This is an optimization exercise on Yosys and OpenROAD, whose aim is a short achievable clock period and few clock cycles, not a production implementation. The RTL was checked by simulation tests, not by an equivalence proof against the original design. Power figures rest on the tool's default switching activity, not on a simulated workload.

## simpleRiscCore
module simpleRiscCore #(
  parameter int IMEM_DEPTH = 256
) (
  input  logic                          clk,
  input  logic                          rst,
  input  logic                          progWr,
  input  logic [$clog2(IMEM_DEPTH)-1:0] progAddr,
  input  logic [31:0]                   progData,
  output logic                          wbValid,
  output logic [3:0]                    wbReg,
  output logic [31:0]                   wbData,
  output logic                          flagGt,
  output logic                          flagEq
);
Size in the first run: about 11000 flip-flops, ~0.37 mm^2 of cells after synthesis.
clock: 4.5 ns
lec_check: 0
cap_margin: 20
core_margin: 2
core_utilization: 55
cts_cluster_size: 30
place_density: 0.7
setup_slack_margin: 2.0
slew_margin: 30
run.sh (not shown) runs the stock make flow with config.mk's settings and CLKGATE_MAP_FILE= SYNTH_SCRIPT=/design/flow/synth_recipe.tcl, a recipe that flattens the netlist after the stock synthesis.
The first run completed without violations.
Testbench counts at the start, summed over its fixed seeds: cycles 46,731.
Edit:
--- a/flow/design.v
+++ b/flow/design.v
@@ -122,41 +122,41 @@
   logic [15:0][15:0][31:0] imem;
   for (genvar r = 0; r < 16; r++) begin : g_row
     for (genvar c = 0; c < 16; c++) begin : g_col
       always_ff @(posedge clk) begin
         if (wEn[r][c]) begin
           imem[r][c] <= wWord[r];
         end
       end
     end
   end
   logic              go;
   logic [7:0]        pc, pcNext;
-  logic [15:0]       selLo, selHiN;
+  logic [3:0]        selP, selN, selNi;
   logic [15:0][31:0] l1;
   logic [15:0]       l1HiOh;
   logic              l1V;
   logic [31:0]       l2;
   logic [31:0]       ir;
   logic              irV;
   logic [15:0][31:0] l1Next;
+  assign selNi = ~selN;
   always_comb begin
     for (int g = 0; g < 16; g++) begin
-      l1Next[g] = '0;
-      for (int c = 0; c < 16; c++) begin
-        if (g < 8) begin
-          l1Next[g] = l1Next[g] | (imem[g][c] & {32{selLo[c]}});
-        end else begin
-          l1Next[g] = l1Next[g] | (imem[g][c] & {32{~selHiN[c]}});
-        end
+      if (g < 4) begin
+        l1Next[g] = imem[g][pc[3:0]];
+      end else if (g < 10) begin
+        l1Next[g] = imem[g][selP];
+      end else begin
+        l1Next[g] = imem[g][selNi];
       end
     end
   end
   always_ff @(posedge clk) begin
     l1 <= l1Next;
     for (int g = 0; g < 16; g++) begin
       l1HiOh[g] <= (pc[7:4] == 4'(g));
     end
   end
   always_comb begin
     l2 = '0;
     for (int g = 0; g < 16; g++) begin
@@ -253,28 +253,26 @@
   assign curGt = a1Cmp ? cmpGt : flGt;
   assign curEq = a1Cmp ? cmpEq : flEq;
   assign taken = opBalw | (opBeq & curEq) | (opBgt & curGt);
   assign pcNext = !go ? 8'd0 : taken ? ir[7:0] : pc + 8'd1;
   always_ff @(posedge clk or posedge rst) begin
     if (rst) begin
       pc <= '0;
     end else begin
       pc <= pcNext;
     end
   end
   always_ff @(posedge clk) begin
-    for (int c = 0; c < 16; c++) begin
-      selLo[c]  <= (pcNext[3:0] == 4'(c));
-      selHiN[c] <= (pcNext[3:0] != 4'(c));
-    end
+    selP <= pcNext[3:0];
+    selN <= ~pcNext[3:0];
   end
   logic        a1Wr;
   logic        a1Sub, a1Add, a1Logic, a1Lsl, a1Lsr, a1Asr;
   logic [1:0]  a1LogSel;
   logic [3:0]  a1Rd;
   logic [31:0] a1A, a1B, a1Bx;
   always_ff @(posedge clk or posedge rst) begin
     if (rst) begin
       a1Wr  <= 1'b0;
       a1Cmp <= 1'b0;
     end else begin
       a1Wr  <= opWr;
=> Now the flow finished but fails on antenna violations; count of clock-buffer cells in the layout goes up by 11; cell count goes down by about 2.8%; fmax goes up by 2.3%; via count goes down by about 9%; die area goes up by 4.9%; setup slack gains 65 ps; worst hold slack loses 23 ps; non-clock buffer count goes down by 54; routed wire length goes down by 9.8%; sequential share of layout area goes down by 3.3 points; design area goes up by about 4.7%; combinational power goes up by 38%; total power goes up by about 6%.
Testbench counts after the change, summed over its fixed seeds: cycles 46,731.

========
Another version of the RTL of simpleRiscCore (not shown whole).
For scale: about 17000 cells after synthesis, about 10000 flip-flops.
## simpleRiscCore
module simpleRiscCore #(
  parameter int IMEM_DEPTH = 256
) (
  input  logic                          clk,
  input  logic                          rst,
  input  logic                          progWr,
  input  logic [$clog2(IMEM_DEPTH)-1:0] progAddr,
  input  logic [31:0]                   progData,
  output logic                          wbValid,
  output logic [3:0]                    wbReg,
  output logic [31:0]                   wbData,
  output logic                          flagGt,
  output logic                          flagEq
);
clock: 4.5 ns
lec_check: 0
cap_margin: 20
core_margin: 2
core_utilization: 55
cts_cluster_size: 30
place_density: 0.7
setup_slack_margin: 2.0
slew_margin: 30
The first run finished with antenna violations left.
Testbench counts at the start, summed over its fixed seeds: cycles 46,699.
Change:
--- a/flow/design.v
+++ b/flow/design.v
@@ -112,34 +112,25 @@
     for (genvar c = 0; c < 16; c++) begin : g_col
       always_ff @(posedge clk) begin
         if (wRow[r] && wCol[c]) begin
           imem[r][c] <= wWord[r];
         end
       end
     end
   end
-  logic [7:0]          pc, pcNext;
-  logic [3:0]          selBn, selC, selDn;
-  logic [3:0]          selB, selD;
-  assign selB = ~selBn;
-  assign selD = ~selDn;
+  logic [7:0]          pc;
   logic [15:0][31:0]   l1;
   logic [3:0]          l1Hi;
   logic                l1V;
   logic [31:0]         ir;
   logic                irV;
   always_ff @(posedge clk) begin
     for (int g = 0; g < 16; g++) begin
-      case (g / 4)
-        0:       l1[g] <= imem[g][pc[3:0]];
-        1:       l1[g] <= imem[g][selB];
-        2:       l1[g] <= imem[g][selC];
-        default: l1[g] <= imem[g][selD];
-      endcase
+      l1[g] <= imem[g][pc[3:0]];
     end
     l1Hi <= pc[7:4];
     ir   <= l1[l1Hi];
   end
   always_ff @(posedge clk or posedge rst) begin
     if (rst) begin
       l1V <= 1'b0;
       irV <= 1'b0;
@@ -179,38 +170,21 @@
   end
   assign opA  = (rsWr && rsRd == opRs1) ? rsData : rf[opRs1];
   assign opBr = (rsWr && rsRd == opRs2) ? rsData : rf[opRs2];
   assign opB  = ir[26] ? opImm : opBr;
   logic curGt, curEq, taken;
   assign curGt = a1Cmp ? cmpGt : flGt;
   assign curEq = a1Cmp ? cmpEq : flEq;
   assign taken = opBalw | (opBeq & curEq) | (opBgt & curGt);
-  assign pcNext = taken ? ir[7:0] : pc + 8'd1;
   always_ff @(posedge clk or posedge rst) begin
     if (rst) begin
       pc <= '0;
     end else begin
-      pc <= pcNext;
-    end
-  end
-  always_ff @(posedge clk or posedge rst) begin
-    if (rst) begin
-      selBn <= 4'hf;
-    end else begin
-      selBn <= ~pcNext[3:0];
-    end
-  end
-  always_ff @(posedge clk) begin
-    if (rst) begin
-      selC  <= 4'h0;
-      selDn <= 4'hf;
-    end else begin
-      selC  <= pcNext[3:0];
-      selDn <= ~pcNext[3:0];
+      pc <= taken ? ir[7:0] : pc + 8'd1;
     end
   end
   logic        a1Wr;
   logic        a1Sub, a1Add, a1Logic, a1Lsl, a1Lsr, a1Asr;
   logic [1:0]  a1LogSel;
   logic [3:0]  a1Rd;
   logic [31:0] a1A, a1B, a1Bx;
   logic [31:0] cA, cB;
@@ -349,47 +323,36 @@
   assign a2ShrF = a2Sat ? {32{a2Fill}} : 32'($signed({a2Fill, a2Shr}) >>> a2Sh);
   always_comb begin
     a2Res = '0;
     if (a2Add)   a2Res = a2Res | a2Sum;
     if (a2Logic) a2Res = a2Res | a2Log;
     if (a2Lsl)   a2Res = a2Res | a2ShlF;
     if (a2Rsh)   a2Res = a2Res | a2ShrF;
   end
-  logic        rsWrN;
-  logic        woV;
-  logic [3:0]  woRd;
-  logic [31:0] woData;
-  assign rsWr = ~rsWrN;
   always_ff @(posedge clk or posedge rst) begin
     if (rst) begin
-      rsWrN  <= 1'b1;
-      rsRd   <= '0;
-      rsData <= '0;
-      woV    <= 1'b0;
+      rsWr <= 1'b0;
     end else begin
-      rsWrN  <= ~a2Wr;
-      rsRd   <= a2Rd;
-      rsData <= a2Res;
-      woV    <= a2Wr;
+      rsWr <= a2Wr;
     end
   end
   always_ff @(posedge clk) begin
-    woRd   <= a2Rd;
-    woData <= a2Res;
+    rsRd   <= a2Rd;
+    rsData <= a2Res;
     rsGt   <= a2Gt;
     rsEq   <= a2Eq;
   end
   for (genvar i = 0; i < 16; i++) begin : g_rf
     always_ff @(posedge clk or posedge rst) begin
       if (rst) begin
         rf[i] <= '0;
       end else if (rsWr && rsRd == 4'(i)) begin
         rf[i] <= rsData;
       end
     end
   end
-  assign wbValid = woV;
-  assign wbReg   = woRd;
-  assign wbData  = woData;
+  assign wbValid = rsWr;
+  assign wbReg   = rsRd;
+  assign wbData  = rsData;
   assign flagGt  = rsGt;
   assign flagEq  = rsEq;
 endmodule
- This time the run finished clean
- register-to-register slack gets better by 0.11 ns
- cell count goes down by 2.6%
- die area goes down by 0.75%
- area after synthesis goes down by 0.75%
- core utilization goes up by 0.95 points
- combinational power goes up by 18%
- final area goes up by 0.79%
- total power goes up by 4.2%
Testbench counts after the change, summed over its fixed seeds: cycles 46,699.

afterwards: timing with drivers on the ports:
The results above use ideal ports. As a check the final layouts listed here were re-extracted and re-timed, cells and wires unchanged. Step 1, drivers: a clkbuf_16 drives clk and a buf_2 each remaining input, both assumed. Step 2, shift: input delay + t, output delay - t, t = (earliest + latest rising clock arrival at the registers) / 2. This alone moves slack from input paths to output paths. a / b / c = ideal ports / drivers / drivers and shift; a / b = the first two.
| run | t, ns | setup WS [ns] | worst hold slack (ns) | latest minus earliest clock arrival (ns) | worst register clock-pin slew, ns | pins driven straight from the clock port |
|---|---|---|---|---|---|---|
| the first run of note 1 | 1.356 | 1.677 / 1.677 / 1.677 | 0.105 / -0.008 / 0.330 | 0.107 / 0.107 | 0.07 / 0.07 | 1 |
| the second run of note 1 | 1.377 | 1.741 / 1.694 / 1.314 | 0.082 / -0.031 / 0.319 | 0.118 / 0.118 | 0.07 / 0.07 | 1 |
| the first run of note 2 | 1.300 | 1.674 / 1.674 / 0.628 | 0.144 / 0.041 / 0.326 | 0.152 / 0.151 | 0.07 / 0.07 | 1 |
| the second run of note 2 | 1.301 | 1.788 / 1.685 / 0.718 | 0.142 / 0.039 / 0.326 | 0.102 / 0.102 | 0.08 / 0.08 | 1 |
For the second run of note 2, which loses most, drivers alone change the setup slack by -0.103 ns; drivers and shift together by -1.070 ns. Setup slack includes reset recovery checks.
